From an optimization exercise on the open Yosys and OpenROAD flow, aimed at small area and a short achievable clock period; shortcuts taken in it are not production practice.
Only simulation tests tie the RTL to the original design; equivalence was not proved.
No activity file was given, so power comes from the tool's default toggle rates.

==> design.v <==
package erx_pkg;
    localparam int WRITE_BIT   = 0;
    localparam int DSTADDR_LSB = 8;
    localparam int DSTADDR_W   = 32;
    localparam int CHIPID_LSB  = 20;
    localparam int CHIPID_W    = 12;
    typedef enum logic [1:0] {
        CH_WRITE = 2'd0,
        CH_READ  = 2'd1,
        CH_RESP  = 2'd2
    } erx_type_e;
    function automatic int clog2(input int value);
        clog2 = 0;
        for (int i = 0; i < 31; i = i + 1) begin
            if ((1 << i) < value) clog2 = i + 1;
        end
    endfunction
endpackage
import erx_pkg::*;
module erx_chfifo
#(
    parameter int          PW    = 104,
    parameter int          DEPTH = 8,
    parameter logic [PW-1:0] CMASK = '0,
    parameter logic [PW-1:0] CVAL  = '0
) (
    input  logic                           clk,
    input  logic                           nreset,
    input  logic                           push,
    input  logic [PW-1:0]                  din,
    input  logic                           wait_i,
    output logic [PW-1:0]                  dout,
    output logic                           valid,
    output logic                           full,
    output logic                           pop,
    output logic                           accept,
    output logic [$clog2(DEPTH):0]          count_next
);
    localparam int MD = DEPTH - 1;         
    localparam int CW = $clog2(DEPTH);     
    logic          hv;                     
    logic [CW-1:0] cm;                     
    logic          m_empty;                
    logic          m_nfull;                
    logic [MD-1:0] wr_oh;                  
    logic [MD-1:0] rd_oh;                  
    logic [MD:0]   hsel;                   
    logic          to_mem;
    logic          from_mem;
    logic          hv_n;
    logic [CW-1:0] cm_n;
    logic [MD-1:0] rd_oh_n;
    assign valid  = hv;
    assign full   = hv && !m_nfull;
    assign pop    = hv && !wait_i;
    assign accept = push && (!full || pop);
    assign to_mem   = accept && hv && !(pop && m_empty);
    assign from_mem = pop && !m_empty;
    assign hv_n     = (hv && !pop) || from_mem || accept;
    assign cm_n     = cm + CW'(to_mem) - CW'(from_mem);
    assign rd_oh_n  = from_mem ? {rd_oh[MD-2:0], rd_oh[MD-1]} : rd_oh;
    assign count_next = {1'b0, cm_n} + (CW+1)'(hv_n);
    always_ff @(posedge clk) begin
        if (!nreset) begin
            hv      <= 1'b0;
            cm      <= '0;
            m_empty <= 1'b1;
            m_nfull <= 1'b1;
            wr_oh   <= MD'(1);
            rd_oh   <= MD'(1);
            hsel    <= {1'b1, {MD{1'b0}}};
        end else begin
            hv      <= hv_n;
            cm      <= cm_n;
            m_empty <= (cm_n == '0);
            m_nfull <= (cm_n != CW'(MD));
            rd_oh   <= rd_oh_n;
            if (to_mem) wr_oh <= {wr_oh[MD-2:0], wr_oh[MD-1]};
            hsel    <= (cm_n == '0) ? {1'b1, {MD{1'b0}}} : {1'b0, rd_oh_n};
        end
    end
    for (genvar b = 0; b < PW; b++) begin : g_bit
        if (CMASK[b]) begin : g_const
            assign dout[b] = CVAL[b];
        end else begin : g_store
            logic          h;
            logic [MD-1:0] m;
            logic          d;
            assign d = (din[b] & hsel[MD]) | (|(m & hsel[MD-1:0]));
            always_ff @(posedge clk) begin
                if (!hv || !wait_i) h <= d;
            end
            for (genvar j = 0; j < MD; j++) begin : g_slot
                always_ff @(posedge clk) begin
                    if (wr_oh[j] && (m_nfull || !wait_i)) m[j] <= din[b];
                end
            end
            assign dout[b] = h;
        end
    end
endmodule
import erx_pkg::*;
module erx_dispatch
#(
    parameter int          PW     = 104,
    parameter int          NCH    = 3,
    parameter int          DEPTH  = 8,
    parameter int          MODE   = 0,
    parameter int          ASHIFT = 20,
    parameter logic [11:0] ID     = 12'h800,
    parameter int          AFULL  = 2,
    parameter int          TOW    = 12
) (
    input  logic                clk,
    input  logic                nreset,
    input  logic                rx_access,
    input  logic [PW-1:0]       rx_packet,
    output logic                rx_wait,
    output logic [NCH-1:0]      ch_access,
    output logic [NCH*PW-1:0]   ch_packet,
    input  logic [NCH-1:0]      ch_wait,
    output logic [NCH-1:0]      overflow,
    output logic [15:0]         drop_count,
    output logic [NCH-1:0]      timeout,
    input  logic                clear
);
    localparam int IW         = ($clog2(NCH) < 1) ? 1 : $clog2(NCH);
    localparam int AW         = $clog2(DEPTH);
    localparam int WAIT_LEVEL = DEPTH - AFULL;
    localparam logic [TOW-1:0] TO_MAX = {TOW{1'b1}};
    localparam logic [TOW-1:0] TO_ARM = {{(TOW-1){1'b1}}, 1'b0};
    logic [IW-1:0]  sel;
    logic           sel_ok;
    logic [NCH-1:0] ch_push;
    logic [NCH-1:0] ch_pop;
    logic [NCH-1:0] ch_full;
    logic [AW:0]    ch_count [NCH];
    logic [NCH-1:0] near_full;
    logic [NCH-1:0] ovf_set;
    logic [NCH-1:0] to_set;
    logic           drop;
    always_comb begin
        sel    = '0;
        sel_ok = 1'b0;
        if (MODE == 0) begin
            sel_ok = 1'b1;
            if (rx_packet[WRITE_BIT])
                sel = IW'(CH_WRITE);
            else if (rx_packet[DSTADDR_LSB + CHIPID_LSB +: CHIPID_W] == ID)
                sel = IW'(CH_RESP);
            else
                sel = IW'(CH_READ);
        end else begin
            sel    = rx_packet[DSTADDR_LSB + ASHIFT +: IW];
            sel_ok = (int'(sel) < NCH);
        end
    end
    function automatic logic [PW-1:0] const_mask(input int ch);
        const_mask = '0;
        if (MODE == 0) begin
            const_mask[WRITE_BIT] = 1'b1;
            if (ch == int'(CH_RESP))
                const_mask[DSTADDR_LSB + CHIPID_LSB +: CHIPID_W] = '1;
        end
    endfunction
    function automatic logic [PW-1:0] const_val(input int ch);
        const_val = '0;
        if (MODE == 0) begin
            const_val[WRITE_BIT] = (ch == int'(CH_WRITE));
            if (ch == int'(CH_RESP))
                const_val[DSTADDR_LSB + CHIPID_LSB +: CHIPID_W] = ID;
        end
    endfunction
    genvar k;
    for (k = 0; k < NCH; k++) begin : g_ch
        logic           stall;
        logic [TOW-1:0] stall_cnt;
        assign ch_push[k] = rx_access && sel_ok && (int'(sel) == k);
        erx_chfifo #(
            .PW    (PW),
            .DEPTH (DEPTH),
            .CMASK (const_mask(k)),
            .CVAL  (const_val(k))
        ) u_fifo (
            .clk        (clk),
            .nreset     (nreset),
            .push       (ch_push[k]),
            .din        (rx_packet),
            .wait_i     (ch_wait[k]),
            .dout       (ch_packet[k*PW +: PW]),
            .valid      (ch_access[k]),
            .full       (ch_full[k]),
            .pop        (ch_pop[k]),
            .accept     (),
            .count_next (ch_count[k])
        );
        assign near_full[k] = (int'(ch_count[k]) >= WAIT_LEVEL);
        assign ovf_set[k]   = ch_push[k] && ch_full[k] && !ch_pop[k];
        assign stall     = ch_access[k] && ch_wait[k];
        assign to_set[k] = stall && (stall_cnt == TO_ARM);
        always_ff @(posedge clk) begin
            if (!nreset)
                stall_cnt <= '0;
            else if (!stall)
                stall_cnt <= '0;
            else if (stall_cnt != TO_MAX)
                stall_cnt <= stall_cnt + {{(TOW-1){1'b0}}, 1'b1};
        end
    end
    assign drop = (rx_access && !sel_ok) || (|ovf_set);
    always_ff @(posedge clk) begin
        if (!nreset) begin
            rx_wait    <= 1'b0;
            overflow   <= '0;
            timeout    <= '0;
            drop_count <= '0;
        end else begin
            rx_wait  <= |near_full;
            overflow <= (clear ? '0 : overflow) | ovf_set;
            timeout  <= (clear ? '0 : timeout) | to_set;
            if (drop)
                drop_count <= clear ? 16'd1 :
                              (drop_count == 16'hFFFF) ? drop_count : drop_count + 16'd1;
            else if (clear)
                drop_count <= '0;
        end
    end
endmodule
==> run.sh <==
#!/bin/bash
# synth_recipe.tcl (not shown) runs the flow's synth.tcl, then flattens the netlist and writes it again
# the make line also repeats each setting of config.mk as NAME=value (left out here)
make -C /OpenROAD-flow-scripts/flow DESIGN_CONFIG=/design/flow/config.mk WORK_HOME=/design/flow/orfs CLKGATE_MAP_FILE= SYNTH_SCRIPT=/design/flow/synth_recipe.tcl finish
==> config.mk <==
export PLATFORM = sky130hd
export DESIGN_NAME = erx_dispatch
export DESIGN_NICKNAME = erx_dispatch
export VERILOG_FILES = /design/flow/design.v
export SDC_FILE = /design/flow/constraint.sdc
export NUM_CORES = 4
export LEC_CHECK = 0
export CAP_MARGIN = 20
export CORE_MARGIN = 2
export CORE_UTILIZATION = 40
export SLEW_MARGIN = 20
==> constraint.sdc <==
create_clock -name core_clock -period 5.5 [get_ports {clk}]
set_input_delay 1.1000 -clock core_clock [delete_from_list [all_inputs] [get_ports {clk}]]
set_output_delay 1.1000 -clock core_clock [all_outputs]
set_load 0.01 [all_outputs]
==> flow_metrics.py, run 1 <==
metrics = {
    "outcome": {
        "run_status": "complete, no violations",
    },
    "power_and_ir_drop": {
        "p_per_area_nw_per_um2": 378.7,
        "p_leak_uw": 0.03338,
        "max-vdd-ir-drop_mv": 0.3639,
        "total_power_uw": 40340,
    },
    "timing": {
        "setup_violations": 0,
        "min_period_ns": 3.877,
        "fmax_ghz": 0.2579,
        "finalCritPeriodShare": 0.7049,
        "fin_skew_ns": 0.09132,
        "worstMarginPinSlew_ns": 1.149,
        "tns_ns": 0,
        "slew_headroom": 0.2317,
        "rsz0062_at_grt": "no",
        "drv_slew": 0,
        "finalHoldViolCount": 0,
        "timing.final.ws_setup_ns": 1.623,
    },
    "global_routing": {
        "overflow": 0,
        "track_usage": 0.2173,
        "antenna_found_initial": 18,
        "grt_pass1_vias": 49140,
        "grt_pass1_wl_mm": 364.2,
        "grt_max_degree": 104,
    },
    "clock_network": {
        "cts_resized": 0,
        "clkLatencyLatePin_ns": 0.96,
        "h-tree-depth": 5,
        "cts_tree": "done",
        "clk_pin_slew_ns": 0.06,
        "cts.sinks": 2516,
        "clk_path_buf_depth": 4,
        "ctsHoldBuffers": 0,
        "cts_buffers": 275,
        "cts_setup_buffers": 0,
        "cts-root-buf": "clkbuf_16",
    },
    "floorplanning": {
        "core_um2": 227500,
        "die_h_um": 482.3,
        "die_w_um": 482.3,
        "ioPinCount": 449,
        "fp.dieArea_um2": 232600,
        "rows": 175,
        "initial_core_util": 0.4023,
    },
    "setup_path": {
        "path_cells": "clkdlybuf4s50_1 > buf_4 > nor4b_1 > buf_4 > nand3_1 > buf_4 > nor4b_2 > ha_1 > fa_1 > ha_1 > xor2_1 > a222oi_1 > a41oi_1",
        "cp.required_ns": 6.24,
        "cp_max_fo": 17,
        "cp-end-kind": "flop",
        "worst_path_most_repeated_cell": "buf_4",
        "cp-start-kind": "input port",
        "path_class": "input port to flop",
        "crit_slowest_cell": "fa_1",
        "arrival_ns": 4.62,
        "critical-path-max-stage-delay_ns": 0.45,
    },
    "yosys": {
        "syn_area_per_cell_um2": 18.01,
        "synth_async_sr_flop_share": 0,
        "synth_edf_count": 2376,
        "synth-main-ff-cell": "edfxtp_1",
        "synth_area_leaders": "edfxtp_1 (78%), a22oi_1 (9.7%), dfxtp_1 (3.1%), buf_4 (2.6%), nand4_1 (2.1%)",
        "synth.top_cell.area_share": 0.7796,
        "yosysTopAreaCell": "edfxtp_1",
        "syn-instance-count": 5082,
        "netlist_top_cells_count": "edfxtp_1 (2376), a22oi_1 (1188), buf_4 (317)",
        "synth_warnings": 5,
        "ys_ff_latch": 2516,
        "yosysMostFrequentCell": "edfxtp_1",
        "ys_types": 66,
        "synthesis.area_um2": 91520,
        "ys_seq_area_frac": 0.8102,
    },
    "placed_design": {
        "place_hpwl_mm": 147.5,
        "gp_congestion": 0.7809,
        "pre_cts_ws_ns": 0.7558,
        "portBuffers": 433,
    },
    "worst_hold_path": {
        "hp-class": "flop to flop",
    },
    "detailed_routing": {
        "first_iter_violations": 5951,
        "vias_per_cell": 5.824,
        "antenna_left": 0,
        "routedWlPerCell_um": 30.10,
        "drtPass1Iterations": 6,
        "vias": 50080,
        "wl_mm": 258.8,
        "drc": 0,
    },
    "finish": {
        "syn_to_final_growth_pct": 16.38,
        "layout-drive-gt1-share": 0.1110,
        "fin_nets": 5534,
    },
    "flow_run": {
        "cap_violations": 0,
    },
}
## routing by layer
layer | share of wire | wire (µm) | GRT usage | vias to the layer above
met3 | 0.079 | 20560 | 0.04488 | 331
met4 | 0.030 | 7872 | 0.07036 | 18
li1 | - | - | - | 21330
met2 | 0.50 | 129300 | 0.3631 | 2389
met5 | 0.00047 | 121 | 0 | -
met1 | 0.39 | 101000 | 0.2839 | 26010
## state kept, by name, summed over array words and instances, names as in the netlist, 9 cells and up
name                         count
drop_count                      16
g_ch.stall_cnt                  36
g_ch.u_fifo.cm                   9
g_ch.u_fifo.g_bit.g_store.h    297
g_ch.u_fifo.g_bit.g_store.m   2079
g_ch.u_fifo.hsel                24
g_ch.u_fifo.rd_oh               21
g_ch.u_fifo.wr_oh               21
## per-stage QoR
stage	cells	utilization	hold slack (ns)	cell area, µm²
final	8599	0.4682	0.4428	106500
after global routing	8596	0.4681	0.4595	106500
after CTS	8595	0.4682	0.4360	106500
after detailed placement	8133	0.4318	0.4506	98230
after global placement	8132	0.4318	0.4450	98240
after floorplan	5095	-	0.4265	91570
## final cells by class
cell class / instances / area (µm²)
antenna: 4 / 10.01
tap: 3009 / 3765
timing repair buffer: 624 / 6155
inverter: 27 / 101.3
multi-input combinational: 1957 / 13950
clock inverter: 121 / 964.7
fill: 19000 / 121000
clock buffer: 341 / 7318
sequential: 2516 / 74240
## path summary, 6_finish.rpt
path	start	to	slack [ns]	depth (start not counted)
setup / recovery	rx_packet[35]	rx_wait$_SDFF_PN0_	1.62	13
hold / removal	g_ch[1].u_fifo.m_nfull$_SDFF_PN1_	overflow[1]$_SDFF_PN0_	0.44	1
setup reg to reg	g_ch[1].u_fifo.hsel[7]$_SDFF_PN1_	rx_wait$_SDFF_PN0_	2.14	11
hold reg to reg	g_ch[1].u_fifo.m_nfull$_SDFF_PN1_	overflow[1]$_SDFF_PN0_	0.44	1
## cells in the final DEF, fill, tap and decap left out, types with 7 or more instances in the layout
cell type and n:
a211oi_1 10, a21oi_1 17, a22oi_1 1188, a31oi_1 9, and2_1 15, and2_4 21, and3_1 9, buf_12 33
buf_4 157, bufinv_16 15, clkbuf_1 55, clkbuf_16 282, clkdlybuf4s50_1 427, clkinv_1 53, clkinv_2 42, conb_1 15
dfxtp_1 116, dfxtp_4 24, edfxtp_1 2376, ha_1 19, inv_1 26, mux2i_1 46, nand2_1 36, nand2b_1 10
nand3_1 27, nand4_1 311, nor2_1 80, nor3_1 29, nor4_1 7, o21ai_0 9, xnor2_1 14, xor2_1 12
## kinds of logic after synthesis
family	count (synthesis)	share of synthesized area
AOI/OAI and AO/OA	1264	0.1032
muxes	48	0.005305
adders and majority gates	22	0.003254
other	2	0.00008206
buffers and inverters	622	0.03876
xor gates and xnor gates	26	0.002488
and+or+nand+nor	582	0.03664
DFF	2516	0.8102
## power breakdown
group          total, µW  internal (µW)  switching (µW)
Combinational       1480            601             876
Sequential         21600          21300             264
Clock              17300          10100            7190
## worst max-delay path, delay by kind of cell
family,cells,cell delay [ns]
buf+inv,4,1.03
fa+ha+maj,3,0.92
simple gates,3,0.87
xor+xnor,1,0.16
compound gates,2,0.50
==> run 2, diff against run 1 <==
--- a/design.v
+++ b/design.v
@@ -22,4 +22,5 @@
     parameter int          PW    = 104,
     parameter int          DEPTH = 8,
+    parameter int          WAIT_LEVEL = 6,
     parameter logic [PW-1:0] CMASK = '0,
     parameter logic [PW-1:0] CVAL  = '0
@@ -35,36 +36,43 @@
     output logic                           pop,
     output logic                           accept,
-    output logic [$clog2(DEPTH):0]          count_next
+    output logic                           near
 );
     localparam int MD = DEPTH - 1;         
-    localparam int CW = $clog2(DEPTH);     
     logic          hv;                     
-    logic [CW-1:0] cm;                     
-    logic          m_empty;                
-    logic          m_nfull;                
+    logic [MD-1:0] cmt;                    
     logic [MD-1:0] wr_oh;                  
     logic [MD-1:0] rd_oh;                  
     logic [MD:0]   hsel;                   
+    logic [DEPTH:0] tn;                    
+    logic          m_empty;
     logic          to_mem;
     logic          from_mem;
+    logic          m_inc;
+    logic          m_dec;
+    logic          t_inc;
+    logic          t_dec;
     logic          hv_n;
-    logic [CW-1:0] cm_n;
+    logic [MD-1:0] cmt_n;
     logic [MD-1:0] rd_oh_n;
-    assign valid  = hv;
-    assign full   = hv && !m_nfull;
-    assign pop    = hv && !wait_i;
-    assign accept = push && (!full || pop);
+    assign m_empty = !cmt[0];
+    assign valid   = hv;
+    assign full    = cmt[MD-1];
+    assign pop     = hv && !wait_i;
+    assign accept  = push && (!full || pop);
     assign to_mem   = accept && hv && !(pop && m_empty);
     assign from_mem = pop && !m_empty;
+    assign m_inc    = to_mem && !from_mem;
+    assign m_dec    = from_mem && !to_mem;
     assign hv_n     = (hv && !pop) || from_mem || accept;
-    assign cm_n     = cm + CW'(to_mem) - CW'(from_mem);
+    assign cmt_n    = m_inc ? {cmt[MD-2:0], 1'b1} : m_dec ? {1'b0, cmt[MD-1:1]} : cmt;
     assign rd_oh_n  = from_mem ? {rd_oh[MD-2:0], rd_oh[MD-1]} : rd_oh;
-    assign count_next = {1'b0, cm_n} + (CW+1)'(hv_n);
+    assign tn    = {1'b0, cmt, hv};
+    assign t_inc = accept && !pop;
+    assign t_dec = pop && !accept;
+    assign near  = t_inc ? tn[WAIT_LEVEL-2] : t_dec ? tn[WAIT_LEVEL] : tn[WAIT_LEVEL-1];
     always_ff @(posedge clk) begin
         if (!nreset) begin
             hv      <= 1'b0;
-            cm      <= '0;
-            m_empty <= 1'b1;
-            m_nfull <= 1'b1;
+            cmt     <= '0;
             wr_oh   <= MD'(1);
             rd_oh   <= MD'(1);
@@ -72,12 +80,16 @@
         end else begin
             hv      <= hv_n;
-            cm      <= cm_n;
-            m_empty <= (cm_n == '0);
-            m_nfull <= (cm_n != CW'(MD));
+            cmt     <= cmt_n;
             rd_oh   <= rd_oh_n;
             if (to_mem) wr_oh <= {wr_oh[MD-2:0], wr_oh[MD-1]};
-            hsel    <= (cm_n == '0) ? {1'b1, {MD{1'b0}}} : {1'b0, rd_oh_n};
-        end
-    end
+            hsel    <= cmt_n[0] ? {1'b0, rd_oh_n} : {1'b1, {MD{1'b0}}};
+        end
+    end
+    logic          load;
+    logic          hold;
+    logic [MD:0]   hs;
+    assign load = !hv || !wait_i;
+    assign hold = !load;
+    assign hs   = hsel & {(MD+1){load}};
     for (genvar b = 0; b < PW; b++) begin : g_bit
         if (CMASK[b]) begin : g_const
@@ -87,11 +99,9 @@
             logic [MD-1:0] m;
             logic          d;
-            assign d = (din[b] & hsel[MD]) | (|(m & hsel[MD-1:0]));
-            always_ff @(posedge clk) begin
-                if (!hv || !wait_i) h <= d;
-            end
+            assign d = (din[b] & hs[MD]) | (|(m & hs[MD-1:0])) | (h & hold);
+            always_ff @(posedge clk) h <= d;
             for (genvar j = 0; j < MD; j++) begin : g_slot
                 always_ff @(posedge clk) begin
-                    if (wr_oh[j] && (m_nfull || !wait_i)) m[j] <= din[b];
+                    if (wr_oh[j] && (!full || !wait_i)) m[j] <= din[b];
                 end
             end
@@ -135,5 +145,4 @@
     logic [NCH-1:0] ch_pop;
     logic [NCH-1:0] ch_full;
-    logic [AW:0]    ch_count [NCH];
     logic [NCH-1:0] near_full;
     logic [NCH-1:0] ovf_set;
@@ -180,4 +189,5 @@
             .PW    (PW),
             .DEPTH (DEPTH),
+            .WAIT_LEVEL (WAIT_LEVEL),
             .CMASK (const_mask(k)),
             .CVAL  (const_val(k))
@@ -193,7 +203,6 @@
             .pop        (ch_pop[k]),
             .accept     (),
-            .count_next (ch_count[k])
+            .near       (near_full[k])
         );
-        assign near_full[k] = (int'(ch_count[k]) >= WAIT_LEVEL);
         assign ovf_set[k]   = ch_push[k] && ch_full[k] && !ch_pop[k];
         assign stall     = ch_access[k] && ch_wait[k];
--- a/config.mk
+++ b/config.mk
@@ -8,4 +8,4 @@
 export CAP_MARGIN = 20
 export CORE_MARGIN = 2
-export CORE_UTILIZATION = 40
+export CORE_UTILIZATION = 60
 export SLEW_MARGIN = 20
==> run 2 against run 1 <==
Against the previous run:
- sequential share of layout area is 1.2 points lower
- largest cell class unchanged
- largest power group unchanged
- register-to-register slack better by 0.62 ns
- via count is 6.4% higher
- cell count is 6.1% lower
- wire length is 5.3% lower
- total power is 4.1% lower
- die area is 33% lower
- global-route usage is 9.4 points higher
- hold slack better by 0.020 ns
==> flow_metrics.py, run 2 <==
metrics = {
    "global_routing": {
        "grt_max_degree": 109,
        "track_usage": 0.3109,
        "antenna_found_initial": 6,
        "overflow": 0,
        "grt_pass1_vias": 51700,
        "grt_pass1_wl_mm": 354.5,
    },
    "finish": {
        "top_register": "g_ch.u_fifo.g_bit.g_store.m",
        "reg_top3": "g_ch.u_fifo.g_bit.g_store.m: 2079 flops, g_ch.u_fifo.g_bit.g_store.h: 297 flops, g_ch.stall_cnt: 36 flops",
        "largest_register_ffs": 2079,
        "final_cell_mix": "edfxtp_1 (2079), a22oi_1 (604), dfxtp_1 (437)",
        "syn_to_final_growth_pct": 13.61,
        "final_util": 0.6856,
        "layout-drive-gt1-share": 0.09013,
        "diodes": 0,
        "fin_nets": 5958,
        "final_common_cell": "edfxtp_1",
    },
    "yosys": {
        "ys_ff_latch": 2525,
        "synth_area_leaders": "edfxtp_1 (68%), dfxtp_1 (9.7%), a22oi_1 (4.9%), buf_4 (2.6%), a222oi_1 (2.5%)",
        "synth_async_sr_flop_share": 0,
        "yosysMostFrequentCell": "edfxtp_1",
        "synth.top_cell.area_share": 0.6811,
        "syn-instance-count": 5711,
        "synth_warnings": 4,
        "ys_types": 55,
        "synth-main-ff-cell": "edfxtp_1",
        "syn_area_per_cell_um2": 16.05,
        "yosysTopAreaCell": "edfxtp_1",
        "synth_edf_count": 2079,
        "ys_seq_area_frac": 0.7785,
        "netlist_top_cells_count": "edfxtp_1 (2079), a22oi_1 (604), dfxtp_1 (446)",
        "synthesis.area_um2": 91660,
    },
    "setup_path": {
        "startpoint": "rx_packet[37]",
        "r2r-start": "g_ch[2].u_fifo.hv$_SDFF_PN0_",
        "critical-path-max-stage-delay_ns": 0.76,
        "cp-start-kind": "input port",
        "cp_num_buf_inv": 3,
        "path_class": "input port to flop",
        "cp-end-kind": "flop",
        "cp_max_fo": 18,
        "path_cells": "clkdlybuf4s50_1 > nor4b_1 > a31oi_1 > and3_1 > inv_1 > ha_1 > nor2_1 > a211oi_1 > buf_4 > nand2b_1 > nor2_1",
        "cp.required_ns": 6.22,
        "cp_top_family": "simple AND/OR/NAND/NOR gates",
        "worst_path_most_repeated_cell": "nor2_1",
        "arrival_ns": 4.47,
        "crit_slowest_cell": "clkdlybuf4s50_1",
        "path_depth": 11,
        "r2r_cells": 5,
    },
    "detailed_routing": {
        "drc": 0,
        "drtPass1Iterations": 9,
        "wl_mm": 245.2,
        "vias": 53290,
        "antenna_left": 0,
        "routedWlPerCell_um": 30.36,
        "vias_per_cell": 6.598,
        "first_iter_violations": 6376,
    },
    "floorplanning": {
        "initial_core_util": 0.6034,
        "fp.dieArea_um2": 155900,
        "die_w_um": 394.9,
        "core_um2": 151900,
        "die_h_um": 394.9,
        "rows": 143,
        "ioPinCount": 449,
    },
    "clock_network": {
        "cts_buffers": 238,
        "cts_resized": 0,
        "cts_setup_buffers": 0,
        "ctsHoldBuffers": 0,
        "h-tree-depth": 4,
        "cts_tree": "done",
        "cts.sinks": 2525,
        "clkLatencyLatePin_ns": 0.86,
        "cts-root-buf": "clkbuf_16",
        "clk_path_buf_depth": 3,
        "clk_pin_slew_ns": 0.06,
    },
    "timing": {
        "setup_violations": 0,
        "finalHoldViolCount": 0,
        "timing.final.ws_setup_ns": 1.755,
        "whs_ns": 0.4629,
        "worstMarginPinSlew_ns": 1.183,
        "fmax_ghz": 0.2670,
        "drv_slew": 0,
        "slew_headroom": 0.2113,
        "finalCritPeriodShare": 0.6810,
        "min_period_ns": 3.745,
        "fin_skew_ns": 0.02289,
        "rsz0062_at_grt": "no",
        "tns_ns": 0,
    },
    "placed_design": {
        "place_hpwl_mm": 133.5,
        "portBuffers": 433,
        "gp_congestion": 0.7714,
        "pre_cts_ws_ns": 0.9678,
    },
    "power_and_ir_drop": {
        "max-vdd-ir-drop_mv": 0.2843,
        "p_per_area_nw_per_um2": 371.4,
        "total_power_uw": 38680,
        "p_leak_uw": 0.03460,
    },
    "worst_hold_path": {
        "hold_path.startpoint": "timeout[1]$_SDFF_PN0_",
        "hp-class": "flop to flop",
        "min_path_cells": 2,
    },
    "outcome": {
        "run_status": "complete, no violations",
    },
    "flow_run": {
        "cap_violations": 0,
    },
}
## run 2: changes by cell type after synthesis, moves of 94 or more
| cell | change |
|---|---|
| edfxtp_1 | -297 |
| nand3_1 | +263 |
| a222oi_1 | +225 |
| clkbuf_1 | +94 |
| nor2_1 | +179 |
| o21ai_0 | +162 |
| a221oi_1 | +176 |
| dfxtp_1 | +306 |
| nand4_1 | -263 |
| a21oi_1 | +134 |
| nand2_1 | +141 |
| a22oi_1 | -584 |
## run 2: worst reg2reg max path, delay by kind of cell (launching register included)
kind,cells,cell delay [ns]
AND/OR/NAND/NOR,3,1.55
buffers and inverters,1,0.53
AO/OA/AOI/OAI,1,0.18
flip-flops,1,0.41
## run 2: metal layers
layer	routed length, µm	track usage
met1	100300	0.4487
met2	116800	0.4981
met3	22730	0.05388
met4	5331	0.07674
met5	10	0
## run 2: through the flow
| stage | instance area, µm² | instances |
|---|---|---|
| 2_1_floorplan | 91710 | 5724 |
| 3_5_place_dp | 96420 | 7624 |
| 6_report | 104100 | 8077 |
| 3_3_place_gp | 96420 | 7624 |
| 4_1_cts | 104100 | 8077 |
| 5_1_grt | 104100 | 8077 |
## run 2: cells by family (layout without fill, tap and decap cells)
| group | after synthesis | after routing | synth area share |
|---|---|---|---|
| xor+xnor | 22 | 22 | 0.002102 |
| simple gates | 931 | 931 | 0.04787 |
| buf+inv | 706 | 1029 | 0.04195 |
| compound gates | 1451 | 1451 | 0.1211 |
| other cells | 2 | 15 | 0.00008193 |
| fa+ha+maj | 13 | 13 | 0.001775 |
| mux | 61 | 61 | 0.006661 |
| flops | 2525 | 2525 | 0.7785 |
## run 2: path summary, 6_finish.rpt
kind                            slack (ns)                                          to
worst max-delay path                  1.75           g_ch[1].u_fifo.hsel[0]$_SDFF_PN0_
worst min-delay path                  0.46                       timeout[1]$_SDFF_PN0_
worst max register to register        2.76  g_ch[2].u_fifo.g_bit[91].g_store.h$_DFF_P_
worst min register to register        0.46                       timeout[1]$_SDFF_PN0_
## run 2: cell type report
type | count | area [µm²]
clock buffers | 359 | 6977
inverters | 25 | 93.84
flip-flops and latches | 2525 | 71390
well taps | 2030 | 2540
repair buffers | 551 | 5761
fillers | 10270 | 47770
multi-input cells | 2493 | 16630
clock inverters | 94 | 748.2
## run 2: where the power goes
group          internal (µW)  switching [µW]  total (µW)
Clock                   9180            6910       16100
Combinational            558             789        1350
Sequential             21000             229       21200
Total                  30800            7930       38700
==> run 3, diff against run 2 <==
--- a/design.v
+++ b/design.v
@@ -34,5 +34,5 @@
     output logic                           valid,
     output logic                           full,
-    output logic                           pop,
+    output logic                           ovf,
     output logic                           accept,
     output logic                           near
@@ -45,30 +45,31 @@
     logic [MD:0]   hsel;                   
     logic [DEPTH:0] tn;                    
-    logic          m_empty;
-    logic          to_mem;
+    logic          pop;
     logic          from_mem;
-    logic          m_inc;
-    logic          m_dec;
-    logic          t_inc;
-    logic          t_dec;
-    logic          hv_n;
-    logic [MD-1:0] cmt_n;
+    logic          acc1;                   
+    logic          to_mem1;                
+    logic          hv_n0, hv_n1;
+    logic [MD-1:0] cmt_n0, cmt_n1, cmt_up, cmt_dn;
+    logic          near0, near1;
     logic [MD-1:0] rd_oh_n;
-    assign m_empty = !cmt[0];
-    assign valid   = hv;
-    assign full    = cmt[MD-1];
-    assign pop     = hv && !wait_i;
-    assign accept  = push && (!full || pop);
-    assign to_mem   = accept && hv && !(pop && m_empty);
-    assign from_mem = pop && !m_empty;
-    assign m_inc    = to_mem && !from_mem;
-    assign m_dec    = from_mem && !to_mem;
-    assign hv_n     = (hv && !pop) || from_mem || accept;
-    assign cmt_n    = m_inc ? {cmt[MD-2:0], 1'b1} : m_dec ? {1'b0, cmt[MD-1:1]} : cmt;
+    assign valid    = hv;
+    assign full     = cmt[MD-1];
+    assign pop      = hv && !wait_i;
+    assign accept   = push && acc1;
+    assign ovf      = push && !acc1;
+    assign from_mem = pop && cmt[0];
+    assign acc1     = !full || pop;
+    assign to_mem1  = acc1 && hv && !(pop && !cmt[0]);
+    assign cmt_up   = {cmt[MD-2:0], 1'b1};
+    assign cmt_dn   = {1'b0, cmt[MD-1:1]};
     assign rd_oh_n  = from_mem ? {rd_oh[MD-2:0], rd_oh[MD-1]} : rd_oh;
+    assign hv_n0  = (hv && !pop) || from_mem;
+    assign hv_n1  = hv_n0 || acc1;
+    assign cmt_n0 = from_mem ? cmt_dn : cmt;
+    assign cmt_n1 = (to_mem1 == from_mem) ? cmt : to_mem1 ? cmt_up : cmt_dn;
     assign tn    = {1'b0, cmt, hv};
-    assign t_inc = accept && !pop;
-    assign t_dec = pop && !accept;
-    assign near  = t_inc ? tn[WAIT_LEVEL-2] : t_dec ? tn[WAIT_LEVEL] : tn[WAIT_LEVEL-1];
+    assign near0 = pop ? tn[WAIT_LEVEL] : tn[WAIT_LEVEL-1];
+    assign near1 = (acc1 == pop) ? tn[WAIT_LEVEL-1] : acc1 ? tn[WAIT_LEVEL-2] : tn[WAIT_LEVEL];
+    assign near  = push ? near1 : near0;
     always_ff @(posedge clk) begin
         if (!nreset) begin
@@ -79,9 +80,9 @@
             hsel    <= {1'b1, {MD{1'b0}}};
         end else begin
-            hv      <= hv_n;
-            cmt     <= cmt_n;
+            hv      <= push ? hv_n1 : hv_n0;
+            cmt     <= push ? cmt_n1 : cmt_n0;
             rd_oh   <= rd_oh_n;
-            if (to_mem) wr_oh <= {wr_oh[MD-2:0], wr_oh[MD-1]};
-            hsel    <= cmt_n[0] ? {1'b0, rd_oh_n} : {1'b1, {MD{1'b0}}};
+            if (push && to_mem1) wr_oh <= {wr_oh[MD-2:0], wr_oh[MD-1]};
+            hsel    <= (push ? cmt_n1[0] : cmt_n0[0]) ? {1'b0, rd_oh_n} : {1'b1, {MD{1'b0}}};
         end
     end
@@ -143,5 +144,4 @@
     logic           sel_ok;
     logic [NCH-1:0] ch_push;
-    logic [NCH-1:0] ch_pop;
     logic [NCH-1:0] ch_full;
     logic [NCH-1:0] near_full;
@@ -201,9 +201,8 @@
             .valid      (ch_access[k]),
             .full       (ch_full[k]),
-            .pop        (ch_pop[k]),
+            .ovf        (ovf_set[k]),
             .accept     (),
             .near       (near_full[k])
         );
-        assign ovf_set[k]   = ch_push[k] && ch_full[k] && !ch_pop[k];
         assign stall     = ch_access[k] && ch_wait[k];
         assign to_set[k] = stall && (stall_cnt == TO_ARM);
@@ -218,4 +217,6 @@
     end
     assign drop = (rx_access && !sel_ok) || (|ovf_set);
+    logic [15:0] dc_inc;
+    assign dc_inc = (drop_count == 16'hFFFF) ? drop_count : drop_count + 16'd1;
     always_ff @(posedge clk) begin
         if (!nreset) begin
@@ -229,6 +230,5 @@
             timeout  <= (clear ? '0 : timeout) | to_set;
             if (drop)
-                drop_count <= clear ? 16'd1 :
-                              (drop_count == 16'hFFFF) ? drop_count : drop_count + 16'd1;
+                drop_count <= clear ? 16'd1 : dc_inc;
             else if (clear)
                 drop_count <= '0;
--- a/config.mk
+++ b/config.mk
@@ -9,3 +9,4 @@
 export CORE_MARGIN = 2
 export CORE_UTILIZATION = 60
+export SETUP_SLACK_MARGIN = 2.3
 export SLEW_MARGIN = 20
==> run 3 against run 2 <==
Against the previous run:
- still clean
- first-iteration DRC count is 22% higher
- clock-buffer cell count shrank 6
- fmax grew 19%
- area after synthesis fell by 0.93%
- sequential share of layout area rose by 0.52 points
- combinational power is essentially flat
- cell count is 1.8% lower
- via count shrank 0.35%
- flip-flop and latch count did not move
==> flow_metrics.py, run 3 <==
metrics = {
    "outcome": {
        "run_status": "complete, no violations",
    },
    "setup_path": {
        "crit_slowest_cell": "clkdlybuf4s50_1",
        "arrival_ns": 2.04,
        "cp.required_ns": 4.40,
        "cp_num_buf_inv": 1,
        "path_class": "flop to primary output",
        "path_cells": "clkdlybuf4s50_1",
        "critical-path-max-stage-delay_ns": 0.84,
        "cp-end-kind": "primary output",
        "cp-start-kind": "flop",
        "cp_max_fo": 2,
        "cp_top_family": "buffers and inverters",
    },
    "yosys": {
        "syn_area_per_cell_um2": 16.35,
        "ys_seq_area_frac": 0.7858,
        "ys_types": 65,
        "synth-main-ff-cell": "edfxtp_1",
        "synth_edf_count": 2079,
        "ys_ff_latch": 2525,
        "synth_area_leaders": "edfxtp_1 (69%), dfxtp_1 (9.8%), a222oi_1 (4.9%), a22oi_1 (3.3%), buf_4 (2.6%)",
        "yosysMostFrequentCell": "edfxtp_1",
        "syn-instance-count": 5553,
        "synth.top_cell.area_share": 0.6875,
        "netlist_top_cells_count": "edfxtp_1 (2079), dfxtp_1 (446), a222oi_1 (440)",
        "synthesis.area_um2": 90810,
        "synth_warnings": 4,
        "synth_async_sr_flop_share": 0,
        "yosysTopAreaCell": "edfxtp_1",
    },
    "detailed_routing": {
        "drtPass1Iterations": 7,
        "antenna_left": 0,
        "vias": 53110,
        "routedWlPerCell_um": 31.48,
        "vias_per_cell": 6.695,
        "drc": 0,
        "wl_mm": 249.7,
        "first_iter_violations": 7765,
    },
    "placed_design": {
        "gp_congestion": 0.7941,
        "place_area_um2": 95520,
        "portBuffers": 433,
        "pre_cts_ws_ns": 1.125,
        "place_hpwl_mm": 134.2,
    },
    "power_and_ir_drop": {
        "power.internal_uw": 30750,
        "switchingPower_uw": 7940,
        "p_per_area_nw_per_um2": 374.4,
        "max-vdd-ir-drop_mv": 0.3527,
        "p_leak_uw": 0.03496,
        "p_sw_frac": 0.2052,
        "pwr-share-seq": 0.549,
        "comb_power_share": 0.034,
        "clockPowerShare": 0.417,
    },
    "clock_network": {
        "cts-root-buf": "clkbuf_16",
        "cts_tree": "done",
        "clkLatencyLatePin_ns": 0.87,
        "clk_pin_slew_ns": 0.06,
        "clk_path_buf_depth": 3,
        "cts_buffers": 239,
        "h-tree-depth": 4,
        "cts.sinks": 2525,
    },
    "global_routing": {
        "grt_pass1_wl_mm": 357.0,
        "overflow": 0,
        "grt_pass1_vias": 51110,
        "grtUsageMet3": 0.05718,
        "antenna_found_initial": 6,
        "grt_use_met2": 0.5113,
        "gr-usage-met1": 0.4553,
        "busiest_layer": "met2",
        "track_usage": 0.3206,
        "grt_max_degree": 138,
    },
    "floorplanning": {
        "fp.dieArea_um2": 154500,
        "die_w_um": 393.0,
        "initial_core_util": 0.6049,
        "rows": 142,
        "die_h_um": 393.0,
        "ioPinCount": 449,
        "core_um2": 150100,
    },
    "finish": {
        "postLayoutCellArea_um2": 103400,
        "syn_to_final_growth_pct": 13.82,
        "layout-drive-gt1-share": 0.09222,
        "largest_register_ffs": 2079,
        "top_register": "g_ch.u_fifo.g_bit.g_store.m",
        "fin_nets": 5811,
        "final_common_cell": "edfxtp_1",
        "reg_top3": "g_ch.u_fifo.g_bit.g_store.m: 2079 flops, g_ch.u_fifo.g_bit.g_store.h: 297 flops, g_ch.stall_cnt: 36 flops",
        "final_cell_mix": "edfxtp_1 (2079), a222oi_1 (440), dfxtp_1 (436)",
    },
    "timing": {
        "slew_headroom": 0.2547,
        "min_period_ns": 3.144,
        "fmax_ghz": 0.3180,
        "rsz0062_at_grt": "no",
        "tns_ns": 0,
        "finalHoldViolCount": 0,
        "fin_skew_ns": 0.02431,
        "setup_violations": 0,
        "drv_slew": 0,
        "worstMarginPinSlew_ns": 1.114,
        "finalCritPeriodShare": 0.5717,
        "timing.final.ws_setup_ns": 2.356,
    },
    "flow_run": {
        "cap_violations": 0,
    },
    "worst_hold_path": {
        "hp-class": "flop to flop",
    },
}
[run 3: final timing paths]
| kind | end | cells after the start | from | slack (ns) |
|---|---|---|---|---|
| setup / recovery | ch_packet[202] | 1 | g_ch[1].u_fifo.g_bit[98].g_store.h$_DFF_P_ | 2.36 |
| hold / removal | g_ch[2].u_fifo.g_bit[42].g_store.h$_DFF_P_ | 2 | g_ch[2].u_fifo.g_bit[42].g_store.m[5]$_DFFE_PP_ | 0.46 |
| setup reg to reg | g_ch[1].u_fifo.g_bit[4].g_store.h$_DFF_P_ | 6 | g_ch[1].u_fifo.hv$_SDFF_PN0_ | 2.82 |
| hold reg to reg | g_ch[2].u_fifo.g_bit[42].g_store.h$_DFF_P_ | 2 | g_ch[2].u_fifo.g_bit[42].g_store.m[5]$_DFFE_PP_ | 0.46 |
[run 3: per-layer routing]
| metal | vias to the layer above | routed length (µm) |
|---|---|---|
| li1 | 22580 | - |
| met1 | 27240 | 99600 |
| met2 | 2938 | 118700 |
| met3 | 350 | 24740 |
| met4 | 2 | 6691 |
| met5 | - | 13 |
[run 3: stage by stage]
step / power [µW] / instances / util / hold WS, ns
6_report: 38690 / 7932 / 0.6885 / 0.4648
5_1_grt: 39700 / 7928 / 0.6884 / 0.4821
4_1_cts: 38850 / 7926 / 0.6882 / 0.4637
3_5_place_dp: 22950 / 7463 / 0.6363 / 0.4506
3_3_place_gp: 22920 / 7463 / 0.6363 / 0.4541
2_1_floorplan: 22180 / 5566 / - / 0.4428
[run 3: tightest hold or removal path: cells and delay by family, from the launching register on]
family           cells  cell delay (ns)
flip-flops           1             0.32
AO/OA/AOI/OAI        1             0.05
AND/OR/NAND/NOR      1             0.07
[run 3: area by class of cell]
type / instances / area (µm²)
Antenna cell: 6 / 15.01
Clock buffer: 353 / 6812
Clock inverter: 105 / 923.4
Fill cell: 10080 / 46770
Inverter: 12 / 45.04
Multi-Input combinational cell: 2358 / 15880
Sequential cell: 2525 / 71390
Tap cell: 2016 / 2522
Timing Repair Buffer: 557 / 5776
[run 3: cells by family after synthesis]
| family | after synthesis | synth area share |
|---|---|---|
| mux | 48 | 0.005318 |
| other cells | 2 | 0.00008270 |
| simple gates | 933 | 0.04763 |
| flops | 2525 | 0.7858 |
| compound gates | 1337 | 0.1171 |
| xor+xnor | 17 | 0.001640 |
| fa+ha+maj | 7 | 0.0009644 |
| buf+inv | 684 | 0.04140 |
[run 3: power groups by stage]
stage	Combinational (µW)	Clock (µW)	Sequential, µW
after floorplan	691	0	21500
after global placement	1290	0	21600
after detailed placement	1310	0	21600
after CTS	1320	16300	21200
after global routing	1420	17000	21200
final	1320	16100	21200
[run 3: repair_timing]
item,in CTS,in global routing
gates resized for setup,1,6
hold endpoints to repair,0,0
hold buffers,0,0
pin swaps,4,0
setup buffers,4,0
gates cloned,1,0
endpoints found under the setup margin,53,26
==> run 4, diff against run 3 <==
==> flow/run.sh (new file) <==
#!/bin/bash
# Standard layout, except that the port buffers are plain sky130 buffers
# (buf_2) rather than the delay-cell buffers buffer_ports picks by default.
set -euo pipefail
export BUFFER_PORTS_ARGS="-buffer_cell sky130_fd_sc_hd__buf_2"
bash standard.sh finish > standard.log 2>&1
==> standard.sh (new file) <==
#!/bin/bash
# synth_recipe.tcl (not shown) runs the flow's synth.tcl, then flattens the netlist and writes it again
# the make line also repeats each setting of config.mk as NAME=value (left out here)
make -C /OpenROAD-flow-scripts/flow DESIGN_CONFIG=/design/flow/config.mk WORK_HOME=/design/flow/orfs CLKGATE_MAP_FILE= SYNTH_SCRIPT=/design/flow/synth_recipe.tcl "${@:-finish}"
removed: run.sh
==> run 4 against run 3 <==
Against the previous run:
- worst setup slack improved by 0.42 ns
- total power is 1.2% lower
- flip-flop and latch count stayed put
- critical endpoint is now g_ch[1].u_fifo.hsel[4]$_SDFF_PN0_
- sequential power hardly changed
- sequential share of layout area is 1.9 points higher
- register-to-register slack better by 0.05 ns
==> flow_metrics.py, run 4 <==
metrics = {
    "detailed_routing": {
        "antenna_left": 0,
        "routedWlPerCell_um": 30.69,
        "drc": 0,
        "vias_per_cell": 6.608,
        "drtPass1Iterations": 9,
        "vias": 52000,
        "wl_mm": 241.6,
        "first_iter_violations": 6749,
    },
    "setup_path": {
        "cp.required_ns": 6.20,
        "cp_max_fo": 17,
        "cp-start-kind": "input port",
        "cp_top_family": "simple AND/OR/NAND/NOR gates",
        "cp_num_buf_inv": 1,
        "arrival_ns": 3.43,
        "critical-path-max-stage-delay_ns": 0.68,
        "cp-end-kind": "flop",
        "crit_slowest_cell": "nor4b_4",
        "r2r_cells": 5,
        "path_class": "input port to flop",
        "path_depth": 6,
        "path_cells": "buf_2 > nor4b_4 > a31o_1 > nand3_1 > o221ai_2 > nor2_1",
    },
    "finish": {
        "layout-drive-gt1-share": 0.1550,
        "register_area_um2": 71390,
        "reg_top3": "g_ch.u_fifo.g_bit.g_store.m: 2079 flops, g_ch.u_fifo.g_bit.g_store.h: 297 flops, g_ch.stall_cnt: 36 flops",
        "final_common_cell": "edfxtp_1",
        "multiInputGateArea_um2": 15860,
        "syn_to_final_growth_pct": 10.80,
        "top_register": "g_ch.u_fifo.g_bit.g_store.m",
        "largest_register_ffs": 2079,
        "final_cell_mix": "edfxtp_1 (2079), a222oi_1 (440), dfxtp_1 (437)",
        "fin_nets": 5759,
        "fillerInstances": 10420,
    },
    "timing": {
        "worstMarginPinSlew_ns": 1.182,
        "whs_ns": 0.4620,
        "rsz0062_at_grt": "no",
        "slew_headroom": 0.2121,
        "fmax_ghz": 0.3665,
        "finalHoldViolCount": 0,
        "fin_skew_ns": 0.03186,
        "finalCritPeriodShare": 0.4961,
        "tns_ns": 0,
        "setup_violations": 0,
        "drv_slew": 0,
        "min_period_ns": 2.728,
    },
    "power_and_ir_drop": {
        "clockPowerShare": 0.416,
        "p_leak_uw": 0.03464,
        "power.internal_uw": 30450,
        "p_sw_frac": 0.2033,
        "switchingPower_uw": 7769,
        "max-vdd-ir-drop_mv": 0.2922,
        "pwr-share-seq": 0.554,
        "p_per_area_nw_per_um2": 379.9,
        "comb_power_share": 0.029,
    },
    "floorplanning": {
        "die_w_um": 393.0,
        "core_um2": 150100,
        "initial_core_util": 0.6049,
        "ioPinCount": 449,
        "die_h_um": 393.0,
        "fp.dieArea_um2": 154500,
        "rows": 142,
    },
    "outcome": {
        "run_status": "complete, no violations",
    },
    "clock_network": {
        "cts_tree": "done",
        "cts_resized": 0,
        "clk_pin_slew_ns": 0.06,
        "cts_buffers": 238,
        "ctsHoldBuffers": 0,
        "cts.sinks": 2525,
        "cts-root-buf": "clkbuf_16",
        "clk_path_buf_depth": 3,
        "h-tree-depth": 4,
        "clkLatencyLatePin_ns": 0.86,
        "cts_setup_buffers": 0,
    },
    "global_routing": {
        "grt_pass1_vias": 50930,
        "grt_max_degree": 104,
        "grt_pass1_wl_mm": 346.9,
        "track_usage": 0.3115,
        "overflow": 0,
        "antenna_found_initial": 11,
    },
    "placed_design": {
        "portBuffers": 433,
        "gp_congestion": 0.7901,
        "place_hpwl_mm": 128.3,
    },
    "yosys": {
        "synth.top_cell.area_share": 0.6875,
        "syn_area_per_cell_um2": 16.35,
        "synth_edf_count": 2079,
        "ys_ff_latch": 2525,
        "synth_area_leaders": "edfxtp_1 (69%), dfxtp_1 (9.8%), a222oi_1 (4.9%), a22oi_1 (3.3%), buf_4 (2.6%)",
        "yosysTopAreaCell": "edfxtp_1",
        "synth-main-ff-cell": "edfxtp_1",
        "syn-instance-count": 5553,
        "synthesis.area_um2": 90810,
        "ys_seq_area_frac": 0.7858,
        "yosysMostFrequentCell": "edfxtp_1",
        "synth_warnings": 4,
        "synth_async_sr_flop_share": 0,
        "netlist_top_cells_count": "edfxtp_1 (2079), dfxtp_1 (446), a222oi_1 (440)",
        "ys_types": 65,
    },
    "worst_hold_path": {
        "hp-class": "flop to flop",
        "min_path_cells": 2,
    },
    "flow_run": {
        "cap_violations": 0,
    },
}
-- run 4: cell counts after synthesis --
No cell type changed its count.
-- run 4: metrics by stage --
step           utilization  power [µW]  instance area, µm²  cells  setup WS, ns
2_1_floorplan            -       22180               90880   5566         2.547
5_1_grt             0.6702       39250              100600   7869         2.588
6_report            0.6702       38220              100600   7870         2.772
3_5_place_dp        0.6192       22710               92960   7417         1.902
4_1_cts             0.6702       38400              100600   7869         2.775
3_3_place_gp        0.6192       22680               92960   7417         1.952
-- run 4: tightest hold or removal path, delay by kind of cell (launching register included) --
family	cells	cell delay, ns
AO/OA/AOI/OAI	1	0.06
flip-flops	1	0.32
AND/OR/NAND/NOR	1	0.07
-- run 4: final timing paths --
| path | start | end | slack [ns] |
|---|---|---|---|
| worst max-delay path | rx_packet[39] | g_ch[1].u_fifo.hsel[4]$_SDFF_PN0_ | 2.77 |
| worst min-delay path | g_ch[2].u_fifo.g_bit[19].g_store.m[3]$_DFFE_PP_ | g_ch[2].u_fifo.g_bit[19].g_store.h$_DFF_P_ | 0.46 |
| worst max register to register | g_ch[0].u_fifo.hv$_SDFF_PN0_ | g_ch[0].u_fifo.g_bit[3].g_store.h$_DFF_P_ | 2.87 |
| worst min register to register | g_ch[2].u_fifo.g_bit[19].g_store.m[3]$_DFFE_PP_ | g_ch[2].u_fifo.g_bit[19].g_store.h$_DFF_P_ | 0.46 |
-- run 4: area by class of cell --
| type | instances | share of cell area |
|---|---|---|
| Antenna cell | 1 | 0.00002487 |
| Clock buffer | 357 | 0.06903 |
| Clock inverter | 95 | 0.007001 |
| Inverter | 12 | 0.0004477 |
| Multi-Input combinational cell | 2357 | 0.1576 |
| Sequential cell | 2525 | 0.7095 |
| Tap cell | 2016 | 0.02507 |
| Timing Repair Buffer | 507 | 0.03129 |
-- run 4: cell families (layout without fill, tap and decap cells) --
family,count (synthesis),count (layout),share of synthesized area
compound gates,1337,1337,0.1171
other cells,2,16,0.00008270
buf+inv,684,971,0.04140
mux,48,48,0.005318
xor+xnor,17,17,0.001640
simple gates,933,933,0.04763
fa+ha+maj,7,7,0.0009644
flops,2525,2525,0.7858
-- run 4: power groups by stage --
stage                     logic, µW  registers [µW]  clock network (µW)
after CTS                      1120           21200               16100
final                          1120           21200               15900
after detailed placement       1120           21600                   0
after global routing           1220           21200               16800
after global placement         1100           21600                   0
after floorplan                 691           21500                   0
-- run 4: layer usage --
| metal | vias to the layer above | routed length [µm] | global-route usage | share of wire |
|---|---|---|---|---|
| met4 | 4 | 7367 | 0.1062 | 0.030 |
| met5 | - | 34 | 0 | 0.00014 |
| li1 | 22480 | - | - | - |
| met2 | 2640 | 115500 | 0.5027 | 0.48 |
| met3 | 352 | 24270 | 0.06500 | 0.10 |
| met1 | 26530 | 94360 | 0.4255 | 0.39 |
==> run 5, diff against run 4 <==
--- a/design.v
+++ b/design.v
@@ -87,10 +87,6 @@
         end
     end
-    logic          load;
-    logic          hold;
-    logic [MD:0]   hs;
+    logic load;
     assign load = !hv || !wait_i;
-    assign hold = !load;
-    assign hs   = hsel & {(MD+1){load}};
     for (genvar b = 0; b < PW; b++) begin : g_bit
         if (CMASK[b]) begin : g_const
@@ -100,6 +96,8 @@
             logic [MD-1:0] m;
             logic          d;
-            assign d = (din[b] & hs[MD]) | (|(m & hs[MD-1:0])) | (h & hold);
-            always_ff @(posedge clk) h <= d;
+            assign d = (din[b] & hsel[MD]) | (|(m & hsel[MD-1:0]));
+            always_ff @(posedge clk) begin
+                if (load) h <= d;
+            end
             for (genvar j = 0; j < MD; j++) begin : g_slot
                 always_ff @(posedge clk) begin
--- a/config.mk
+++ b/config.mk
@@ -9,4 +9,6 @@
 export CORE_MARGIN = 2
 export CORE_UTILIZATION = 60
-export SETUP_SLACK_MARGIN = 2.3
+export CTS_CLUSTER_DIAMETER = 100
+export CTS_CLUSTER_SIZE = 30
+export SETUP_SLACK_MARGIN = 3.0
 export SLEW_MARGIN = 20
==> run 5 against run 4 <==
Against the previous run:
- still clean on timing, DRC and antenna
- wire length up 3.3%
- worst setup slack better by 0.079 ns
- global-route usage up 0.15 points
- sequential share of layout area up 5.9 points
- non-clock buffer count up 14
- clock skew up 0.0056 ns
- hold slack better by 0.012 ns
- cell count down 8.3%
- area after synthesis up 0.93%
- via count down 5.7%
- register-to-register slack better by 0.09 ns
- total power down 18%
- highest routed layer unchanged
==> flow_metrics.py, run 5 <==
metrics = {
    "outcome": {
        "run_status": "complete, no violations",
    },
    "yosys": {
        "synth_warnings": 4,
        "synth.top_cell.area_share": 0.7785,
        "synth_async_sr_flop_share": 0,
        "syn-instance-count": 5112,
        "synth_area_leaders": "edfxtp_1 (78%), a22oi_1 (9.9%), dfxtp_1 (3.3%), buf_4 (2.6%), nand4_1 (2.1%)",
        "ys_types": 60,
        "netlist_top_cells_count": "edfxtp_1 (2376), a22oi_1 (1205), buf_4 (316)",
        "synthesis.area_um2": 91650,
        "yosysMostFrequentCell": "edfxtp_1",
        "syn_area_per_cell_um2": 17.93,
        "synth_edf_count": 2376,
        "yosysTopAreaCell": "edfxtp_1",
        "synth-main-ff-cell": "edfxtp_1",
        "ys_seq_area_frac": 0.8110,
        "ys_ff_latch": 2525,
    },
    "floorplanning": {
        "ioPinCount": 449,
        "fp.dieArea_um2": 155900,
        "die_w_um": 394.8,
        "initial_core_util": 0.6034,
        "rows": 143,
        "core_um2": 151900,
        "die_h_um": 394.8,
    },
    "finish": {
        "fillerInstances": 10600,
        "final_common_cell": "edfxtp_1",
        "top_register": "g_ch.u_fifo.g_bit.g_store.m",
        "largest_register_ffs": 2079,
        "fin_nets": 5274,
        "stdcell_count": 7220,
        "postLayoutCellArea_um2": 96860,
        "final_cell_mix": "edfxtp_1 (2376), a22oi_1 (1205), buf_2 (422)",
        "layout-drive-gt1-share": 0.1371,
        "reg_top3": "g_ch.u_fifo.g_bit.g_store.m: 2079 flops, g_ch.u_fifo.g_bit.g_store.h: 297 flops, g_ch.stall_cnt: 36 flops",
        "syn_to_final_growth_pct": 5.676,
    },
    "detailed_routing": {
        "wl_mm": 249.6,
        "routedWlPerCell_um": 34.57,
        "drtPass1Iterations": 6,
        "first_iter_violations": 6550,
        "vias": 49050,
        "drc": 0,
        "vias_per_cell": 6.793,
        "antenna_left": 0,
    },
    "global_routing": {
        "overflow": 0,
        "grt_pass1_vias": 45710,
        "antenna_found_initial": 30,
        "track_usage": 0.3130,
        "grt_max_degree": 97,
        "grt_pass1_wl_mm": 347.6,
    },
    "setup_path": {
        "crit_slowest_cell": "edfxtp_1",
        "cp.required_ns": 4.40,
        "path_class": "flop to primary output",
        "cp-start-kind": "flop",
        "cp_num_buf_inv": 1,
        "cp_max_fo": 1,
        "path_cells": "buf_2",
        "arrival_ns": 1.55,
        "cp-end-kind": "primary output",
        "cp_top_family": "flip-flops",
        "critical-path-max-stage-delay_ns": 0.58,
    },
    "clock_network": {
        "cts.sinks": 2525,
        "h-tree-depth": 3,
        "cts-root-buf": "clkbuf_16",
        "clk_path_buf_depth": 3,
        "cts_tree": "done",
        "cts_buffers": 94,
        "clkLatencyLatePin_ns": 0.75,
        "clk_pin_slew_ns": 0.12,
    },
    "timing": {
        "min_period_ns": 2.650,
        "fin_skew_ns": 0.03747,
        "finalHoldViolCount": 0,
        "rsz0062_at_grt": "yes",
        "drv_slew": 0,
        "slew_headroom": 0.2667,
        "fmax_ghz": 0.3774,
        "setup_violations": 0,
        "worstMarginPinSlew_ns": 1.100,
        "finalCritPeriodShare": 0.4817,
        "tns_ns": 0,
    },
    "worst_hold_path": {
        "hp-class": "flop to flop",
    },
    "placed_design": {
        "dp.cells": 7071,
        "portBuffers": 433,
        "place_area_um2": 93960,
        "gp_congestion": 0.8025,
        "place_hpwl_mm": 140.5,
    },
    "power_and_ir_drop": {
        "max-vdd-ir-drop_mv": 0.2927,
        "p_leak_uw": 0.03028,
        "p_per_area_nw_per_um2": 322.5,
    },
    "flow_run": {
        "cap_violations": 0,
    },
}
==> run 5: what timing repair did <==
item | CTS | global route
buffers inserted | 3 | 7
setup endpoints to repair | 245 | 157
pin swaps | 7 | 6
gates cloned | 5 | 3
gates resized for setup | 19 | 14
hold buffers | 0 | 0
==> run 5: layer usage <==
layer / global-route usage / wire, µm / up-vias
li1: - / - / 20650
met1: 0.4699 / 101600 / 25550
met2: 0.4830 / 116500 / 2594
met3: 0.05640 / 24460 / 246
met4: 0.07606 / 6917 / 10
met5: 0 / 56 / -
==> run 5: path summary, 6_finish.rpt <==
path / end / cells past startpoint / from / slack, ns
worst min register to register: timeout[0]$_SDFF_PN0_ / 1 / timeout[0]$_SDFF_PN0_ / 0.47
worst max register to register: g_ch[0].u_fifo.g_bit[81].g_store.m[2]$_DFFE_PP_ / 3 / g_ch[0].u_fifo.cmt[6]$_SDFFE_PN0P_ / 2.96
worst max-delay path: ch_packet[76] / 1 / g_ch[0].u_fifo.g_bit[76].g_store.h$_DFFE_PP_ / 2.85
worst min-delay path: timeout[0]$_SDFF_PN0_ / 1 / timeout[0]$_SDFF_PN0_ / 0.47
==> run 5: area by class of cell <==
| cell class | count | area [µm²] | area share |
|---|---|---|---|
| Timing Repair Buffer | 521 | 3137 | 0.03239 |
| Multi-Input combinational cell | 1998 | 14100 | 0.1456 |
| Clock buffer | 125 | 2532 | 0.02615 |
| Clock inverter | 1 | 30.03 | 0.0003100 |
| Sequential cell | 2525 | 74440 | 0.7686 |
| Inverter | 16 | 60.06 | 0.0006201 |
| Tap cell | 2030 | 2540 | 0.02622 |
| Antenna cell | 4 | 10.01 | 0.0001033 |
==> run 5: kinds of logic (layout without fill, tap and decap cells) <==
kind of cell	Yosys count	in the layout	synth area share
AO/OA/AOI/OAI	1302	1303	0.1056
XOR/XNOR	21	21	0.002007
adder cells (fa/ha/maj)	7	7	0.0009556
buffers and inverters	610	663	0.03827
flip-flops	2525	2525	0.8110
multiplexers	48	48	0.005269
other	2	19	0.00008194
AND/OR/NAND/NOR	597	604	0.03682
==> run 5: stage by stage <==
| stage | worst slack [ns] | total power (µW) | hold WS, ns | util |
|---|---|---|---|---|
| after detailed placement | 1.841 | 22960 | 0.4513 | 0.6185 |
| after global routing | 2.817 | 32010 | 0.5109 | 0.6376 |
| after global placement | 1.921 | 22950 | 0.4427 | 0.6185 |
| after floorplan | 2.547 | 22330 | 0.4491 | - |
| final | 2.851 | 31240 | 0.4740 | 0.6376 |
| after CTS | 2.781 | 31350 | 0.4804 | 0.6362 |
==> run 5: worst register-to-register path, delay by kind of cell (launching register included) <==
kind / cells / cell delay, ns
flops: 1 / 0.42
simple gates: 2 / 1.29
buf+inv: 1 / 0.45
==> run 5: power breakdown <==
part	internal [µW]	switching, µW
Sequential	21300	140
Clock	3270	5430
Combinational	262	845
Total	24800	6420
==> run 6, diff against run 5 <==
--- a/config.mk
+++ b/config.mk
@@ -7,4 +7,5 @@
 export LEC_CHECK = 0
 export CAP_MARGIN = 20
+export CORE_ASPECT_RATIO = 0.5
 export CORE_MARGIN = 2
 export CORE_UTILIZATION = 60
==> run 6 against run 5 <==
Against the previous run:
- critical path type is now input port to flop
- wire length is 1.1% higher
- first-iteration DRC count is 8.6% higher
- largest cell class unchanged
- fmax is 2.1% higher
==> flow_metrics.py, run 6 <==
metrics = {
    "outcome": {
        "run_status": "complete, no violations",
    },
    "timing": {
        "fin_skew_ns": 0.03134,
        "finalCritPeriodShare": 0.4718,
        "whs_ns": 0.5025,
        "tns_ns": 0,
        "worstMarginPinSlew_ns": 1.146,
        "min_period_ns": 2.595,
        "rsz0062_at_grt": "yes",
        "fmax_ghz": 0.3854,
        "setup_violations": 0,
        "finalHoldViolCount": 0,
        "slew_headroom": 0.2358,
        "drv_slew": 0,
    },
    "yosys": {
        "synth.top_cell.area_share": 0.7785,
        "yosysMostFrequentCell": "edfxtp_1",
        "synthesis.area_um2": 91650,
        "netlist_top_cells_count": "edfxtp_1 (2376), a22oi_1 (1205), buf_4 (316)",
        "yosysTopAreaCell": "edfxtp_1",
        "syn_area_per_cell_um2": 17.93,
        "synth_edf_count": 2376,
        "synth_warnings": 4,
        "synth_async_sr_flop_share": 0,
        "syn-instance-count": 5112,
        "ys_types": 60,
        "ys_ff_latch": 2525,
        "ys_seq_area_frac": 0.8110,
        "synth-main-ff-cell": "edfxtp_1",
        "synth_area_leaders": "edfxtp_1 (78%), a22oi_1 (9.9%), dfxtp_1 (3.3%), buf_4 (2.6%), nand4_1 (2.1%)",
    },
    "global_routing": {
        "overflow": 0,
        "grt_pass1_wl_mm": 347.9,
        "track_usage": 0.3156,
        "antenna_found_initial": 35,
        "grt_max_degree": 83,
        "grt_pass1_vias": 47140,
        "grt_use_met2": 0.4776,
        "grtUsageMet3": 0.08881,
        "busiest_layer": "met2",
        "gr-usage-met1": 0.4664,
    },
    "power_and_ir_drop": {
        "power.internal_uw": 24880,
        "max-vdd-ir-drop_mv": 0.2294,
        "p_sw_frac": 0.2067,
        "p_leak_uw": 0.03029,
        "switchingPower_uw": 6482,
        "clockPowerShare": 0.282,
        "pwr-share-seq": 0.683,
        "comb_power_share": 0.035,
        "total_power_uw": 31360,
        "p_per_area_nw_per_um2": 323.6,
    },
    "clock_network": {
        "cts_buffers": 94,
        "clk_path_buf_depth": 3,
        "cts-root-buf": "clkbuf_16",
        "cts_tree": "done",
        "cts.sinks": 2525,
        "clk_pin_slew_ns": 0.11,
        "h-tree-depth": 3,
        "clkLatencyLatePin_ns": 0.74,
        "ctsHoldBuffers": 0,
    },
    "setup_path": {
        "path_cells": "buf_2 > nand2_1 > and2_4 > buf_4",
        "crit_slowest_cell": "and2_4",
        "path_class": "input port to flop",
        "cp-start-kind": "input port",
        "cp_top_family": "simple AND/OR/NAND/NOR gates",
        "cp.required_ns": 5.91,
        "cp-end-kind": "flop",
        "reg2reg_slack_ns": 2.97,
        "critical-path-max-stage-delay_ns": 0.82,
        "arrival_ns": 3.01,
        "cp_num_buf_inv": 2,
        "cp_max_fo": 53,
    },
    "finish": {
        "fin_nets": 5266,
        "largest_register_ffs": 2079,
        "syn_to_final_growth_pct": 5.756,
        "top_register": "g_ch.u_fifo.g_bit.g_store.m",
        "final_cell_mix": "edfxtp_1 (2376), a22oi_1 (1205), buf_2 (419)",
        "final_common_cell": "edfxtp_1",
        "fillerInstances": 10650,
        "layout-drive-gt1-share": 0.1358,
        "reg_top3": "g_ch.u_fifo.g_bit.g_store.m: 2079 flops, g_ch.u_fifo.g_bit.g_store.h: 297 flops, g_ch.stall_cnt: 36 flops",
    },
    "floorplanning": {
        "ioPinCount": 449,
        "core_um2": 151600,
        "rows": 101,
        "fp.dieArea_um2": 156100,
        "die_h_um": 280.4,
        "initial_core_util": 0.6044,
        "die_w_um": 556.7,
    },
    "detailed_routing": {
        "antenna_left": 0,
        "routedWlPerCell_um": 34.99,
        "vias_per_cell": 6.860,
        "drc": 0,
        "drtPass1Iterations": 5,
        "vias": 49500,
        "wl_mm": 252.4,
        "first_iter_violations": 7116,
    },
    "placed_design": {
        "gp_congestion": 0.8212,
        "place_hpwl_mm": 142.0,
        "portBuffers": 433,
    },
    "flow_run": {
        "cap_violations": 0,
    },
    "worst_hold_path": {
        "hp-class": "flop to flop",
    },
}
[run 6: cell counts after synthesis]
Identical to the previous run, type by type.
[run 6: layout make-up]
| cell class | count | area (µm²) | share of cell area |
|---|---|---|---|
| diodes | 10 | 25.02 | 0.0002582 |
| inverters | 16 | 60.06 | 0.0006196 |
| well taps | 2008 | 2512 | 0.02592 |
| multi-input cells | 1993 | 14070 | 0.1451 |
| repair buffers | 518 | 3187 | 0.03288 |
| flip-flops and latches | 2525 | 74440 | 0.7680 |
| clock buffers | 144 | 2604 | 0.02686 |
| clock inverters | 1 | 30.03 | 0.0003098 |
[run 6: metal layers]
metal / vias up / wire length (µm)
met5: - / 50
met4: 8 / 4696
met3: 217 / 30520
met2: 2597 / 115100
met1: 26030 / 102000
li1: 20650 / -
[run 6: repair_timing]
item	in CTS	in global routing
pin swaps	3	7
cloned	1	2
resized for setup	24	17
setup buffers	8	7
endpoints found under the setup margin	137	336
[run 6: power groups by stage]
stage / combinational [µW] / sequential, µW / clock, µW
after floorplan: 532 / 21800 / 0
after global placement: 1050 / 21900 / 0
after detailed placement: 1070 / 21900 / 0
after CTS: 1080 / 21400 / 8930
after global routing: 1160 / 21500 / 9540
final: 1100 / 21400 / 8840
[run 6: worst paths after layout]
check                                           from                                              end  cells after the start
setup / recovery                          ch_wait[2]  g_ch[2].u_fifo.g_bit[90].g_store.m[0]$_DFFE_PP_                      4
hold / removal                 timeout[2]$_SDFF_PN0_                            timeout[2]$_SDFF_PN0_                      1
setup reg to reg  g_ch[2].u_fifo.cmt[6]$_SDFFE_PN0P_  g_ch[2].u_fifo.g_bit[90].g_store.m[0]$_DFFE_PP_                      3
hold reg to reg                timeout[2]$_SDFF_PN0_                            timeout[2]$_SDFF_PN0_                      1
[run 6: cell families after synthesis]
kind of cell	count (synthesis)	share of synthesized area
compound gates	1302	0.1056
xor+xnor	21	0.002007
fa+ha+maj	7	0.0009556
buf+inv	610	0.03827
flops	2525	0.8110
mux	48	0.005269
other cells	2	0.00008194
simple gates	597	0.03682
[run 6: per-stage QoR]
| step | setup WS (ns) | util | cell area [µm²] | std cells |
|---|---|---|---|---|
| 2_1_floorplan | 2.547 | - | 91840 | 5125 |
| 3_3_place_gp | 1.710 | 0.6190 | 93870 | 7040 |
| 3_5_place_dp | 1.659 | 0.6190 | 93870 | 7040 |
| 4_1_cts | 2.903 | 0.6374 | 96660 | 7194 |
| 5_1_grt | 2.856 | 0.6390 | 96910 | 7207 |
| 6_report | 2.905 | 0.6392 | 96930 | 7215 |

==> what the ideal ports hide <==
The results above use ideal ports. As a check the final layouts listed here were re-extracted and re-timed, cells and wires unchanged.
Step 1, drivers: a clkbuf_16 drives clk and a buf_2 each remaining input, both assumed.
Step 2, shift: input delay + t, output delay - t, t = (earliest + latest rising clock arrival at the registers) / 2. This alone moves slack from input paths to output paths.
Three values: no drivers, after step 1, after step 2; two values: the first two.
| run | t, ns | setup slack, ns | worst hold slack (ns) | clock arrival spread, ns | pins driven straight from the clock port |
|---|---|---|---|---|---|
| run 1 | 0.980 | 1.623 / 1.693 / 0.714 | 0.443 / 0.443 / 0.443 | 0.141 / 0.141 | 1 |
| run 2 | 0.933 | 1.755 / 1.816 / 0.883 | 0.463 / 0.463 / 0.463 | 0.027 / 0.027 | 1 |
| run 3 | 0.941 | 2.356 / 2.266 / 1.515 | 0.465 / 0.465 / 0.465 | 0.032 / 0.031 | 1 |
| run 4 | 0.923 | 2.772 / 2.725 / 1.906 | 0.462 / 0.462 / 0.462 | 0.034 / 0.034 | 1 |
| run 5 | 0.821 | 2.851 / 2.759 / 2.139 | 0.474 / 0.474 / 0.474 | 0.039 / 0.039 | 1 |
| run 6 | 0.818 | 2.905 / 2.857 / 2.075 | 0.502 / 0.502 / 0.502 | 0.041 / 0.041 | 1 |
After both steps setup and hold are still met in every run listed. The setup slack of run 1, which loses most, moves by +0.070 ns with the drivers and by -0.909 ns with both steps.
